This design comes from an exercise in tuning for small area, a short achievable clock period and few clock cycles on the open sky130 flow, not from production work.
RTL that was checked went through simulation tests only; none was proved equivalent to the original.
No activity file was given, so power comes from the tool's default toggle rates.

==> v7: inputs <==
// keyed_slot_table_top
module keyed_slot_table_top
(
    input  logic                  clk,
    input  logic                  rst_n,
    input  logic                  in_valid,
    output logic                  in_stall,
    input  logic                  command,
    input  logic [FLOOR_BITS-1:0] key_floor,
    input  logic [TIME_BITS-1:0]  entry_time,
    output logic                  out_valid,
    input  logic                  out_stall,
    output logic [1:0]            status,
    output logic [TIME_BITS-1:0]  removed_time,
    output logic [OCC_BITS-1:0]   occupancy,
    output logic [OCC_BITS-1:0]   removed_count,
    output logic                  last,
    input  logic                  cfg_valid,
    output logic                  cfg_ready,
    input  logic [OCC_BITS-1:0]   cfg_data
);
==> module keyed_slot_table_top, before the edit <==
module keyed_slot_table_top
(
    input  logic                  clk,
    input  logic                  rst_n,
    input  logic                  in_valid,
    output logic                  in_stall,
    input  logic                  command,
    input  logic [FLOOR_BITS-1:0] key_floor,
    input  logic [TIME_BITS-1:0]  entry_time,
    output logic                  out_valid,
    input  logic                  out_stall,
    output logic [1:0]            status,
    output logic [TIME_BITS-1:0]  removed_time,
    output logic [OCC_BITS-1:0]   occupancy,
    output logic [OCC_BITS-1:0]   removed_count,
    output logic                  last,
    input  logic                  cfg_valid,
    output logic                  cfg_ready,
    input  logic [OCC_BITS-1:0]   cfg_data
);
    logic [OCC_BITS-1:0]            slots_reg;
    logic [CAPACITY-1:0]            slot_mask;
    logic [CAPACITY-1:0]            wr_en;
    logic [CAPACITY-1:0]            rd_sel;
    logic [TIME_BITS-1:0]           rd_time;
    logic [CAPACITY*FLOOR_BITS-1:0] keys;
    logic [FLOOR_BITS-1:0]          key_rd_unused;
    logic [CAPACITY*TIME_BITS-1:0]  times_unused;
    ksl_pkg::result_t               result;
    assign cfg_ready = 1'b1;
    always_ff @(posedge clk or negedge rst_n)
    begin
        if (!rst_n)
        begin
            slots_reg <= SLOTS_RESET;
        end
        else if (cfg_valid && cfg_ready)
        begin
            slots_reg <= cfg_data;
        end
    end
    always_comb
    begin
        for (int i = 0; i < CAPACITY; i++)
        begin
            slot_mask[i] = (slots_reg > OCC_BITS'(i));
        end
    end
    ksl_ram #(
        .DEPTH (CAPACITY),
        .WIDTH (FLOOR_BITS)
    ) u_keys (
        .clk     (clk),
        .wr_en   (wr_en),
        .wr_data (key_floor),
        .rd_sel  ('0),
        .rd_data (key_rd_unused),
        .words_o (keys)
    );
    ksl_ram #(
        .DEPTH (CAPACITY),
        .WIDTH (TIME_BITS)
    ) u_times (
        .clk     (clk),
        .wr_en   (wr_en),
        .wr_data (entry_time),
        .rd_sel  (rd_sel),
        .rd_data (rd_time),
        .words_o (times_unused)
    );
    ksl_ctrl u_ctrl (
        .clk       (clk),
        .rst_n     (rst_n),
        .slot_mask (slot_mask),
        .in_valid  (in_valid),
        .in_stall  (in_stall),
        .command   (command),
        .key_floor (key_floor),
        .keys      (keys),
        .wr_en     (wr_en),
        .rd_sel    (rd_sel),
        .rd_time   (rd_time),
        .out_valid (out_valid),
        .out_stall (out_stall),
        .result_o  (result)
    );
    assign status        = result.status;
    assign removed_time  = result.removed_time;
    assign occupancy     = result.occupancy;
    assign removed_count = result.removed_count;
    assign last          = result.last;
endmodule
clock: 8.0 ns
lec_check: 0
cap_margin: 20
core_margin: 2
core_utilization: 40
slew_margin: 20
run.sh (not shown) runs the stock make flow with config.mk's settings and CLKGATE_MAP_FILE= SYNTH_SCRIPT=/design/flow/synth_recipe.tcl, a recipe that flattens the netlist after the stock synthesis.
==> inputs of v17, as changes to v7 <==
--- a/flow/design.v
+++ b/flow/design.v
@@ -236,3 +236,2 @@
 );
-    logic [OCC_BITS-1:0]            slots_reg;
     logic [CAPACITY-1:0]            slot_mask;
@@ -250,3 +249,3 @@
         begin
-            slots_reg <= SLOTS_RESET;
+            slot_mask <= '1;
         end
@@ -254,10 +253,6 @@
         begin
-            slots_reg <= cfg_data;
-        end
-    end
-    always_comb
-    begin
-        for (int i = 0; i < CAPACITY; i++)
-        begin
-            slot_mask[i] = (slots_reg > OCC_BITS'(i));
+            for (int i = 0; i < CAPACITY; i++)
+            begin
+                slot_mask[i] <= (cfg_data > OCC_BITS'(i));
+            end
         end
ABC_CLOCK_PERIOD_IN_PS = 3000   (was not set)
CORE_UTILIZATION = 50   (was 40)
SETUP_SLACK_MARGIN = 5   (was not set)
==> comparison <==
Flip-flop and latch count: v7 is lower than v17 (26).
In v17 the die area is smaller than in v7, by about 19%.
In v7 the area after synthesis is lower than in v17, by about 1.2%.
Against v7, the first-iteration DRC count of v17 is larger by about 110%.
In v17 the setup slack is higher than in v7, by 1.2 ns.
Critical path depth: v17 is higher than v7 (3).
Against v17, the wire length of v7 is lower by 33%.
Against v7, the fmax of v17 is higher by 35%.
Between v7 and v17, the lower cell count is in v7 (gap about 6%, measured against v17).
==> figures <==
Adder-cell share of the synthesized area: v17 0.424%; v7 0.427%
Sw Pwr: v17 0.00352 W; v7 0.00328 W
Highest cell delay on the worst timing path: v17 0.54 ns; v7 0.62 ns
Clock Sink Count: v17 1391; v7 1365
Critical-path maximum fanout: v17 5; v7 32
Syn_nets: v17 3338; v7 3277
GRT met1 Usage: v17 45.1%; v7 28.9%
Hold Crit Start: v17 u_ctrl.k_occ_reg[2]; v7 u_ctrl.k_occ_reg[4]
Number of placement rows: v17 119; v7 133
Final worst setup slack: v17 4.44 ns; v7 3.22 ns
Placeable Area: v17 106000 sq um; v7 131000 sq um
Total setup buffers inserted after CTS: v17 291; v7 0
Endpoint required time on the critical path: v17 8.48 ns; v7 8.43 ns
Combinational gate power: v17 0.00101 W; v7 0.000770 W
Minimum period implied by the final worst setup slack: v17 3.56 ns; v7 4.78 ns
Critical Path Stages: v17 12; v7 9
Number of ordinary inverters in the final layout: v17 30; v7 41
Worst slew margin relative to its limit: v17 28.6%; v7 24.7%
Status: v17 timing/DRC/antenna clean; v7 timing/DRC/antenna clean
Via count of the first global-routing pass: v17 34400; v7 29400
Testbench counts of v7, summed over its fixed seeds: cycles 5,719.
For v17, only the layout was checked, not whether the RTL still works.

==> afterwards: timing with drivers on the ports <==
How much do the figures lean on ideal ports? The routed layouts below were timed once more, with nothing changed but the port constraints. Step 1 assumes that a clkbuf_16 drives the clock port and a buf_2 every other input. Step 2 also shifts input and output timing later by t, the mid clock arrival at the registers, as if the neighbouring blocks saw the same clock. Slacks: ideal / step 1 / step 2; pairs: ideal / step 1.
| run | shift t [ns] | setup WS [ns] | worst data-port slew with drivers (ns) |
|---|---|---|---|
| v7 | 0.833 | 3.218 / 3.264 / 2.431 | 0.10 |
| v17 | 0.841 | 4.444 / 4.473 / 3.631 | 0.06 |
After both steps setup and hold are still met in every run listed. For v17, which loses most, drivers alone change the setup slack by +0.029 ns; drivers and shift together by -0.813 ns.
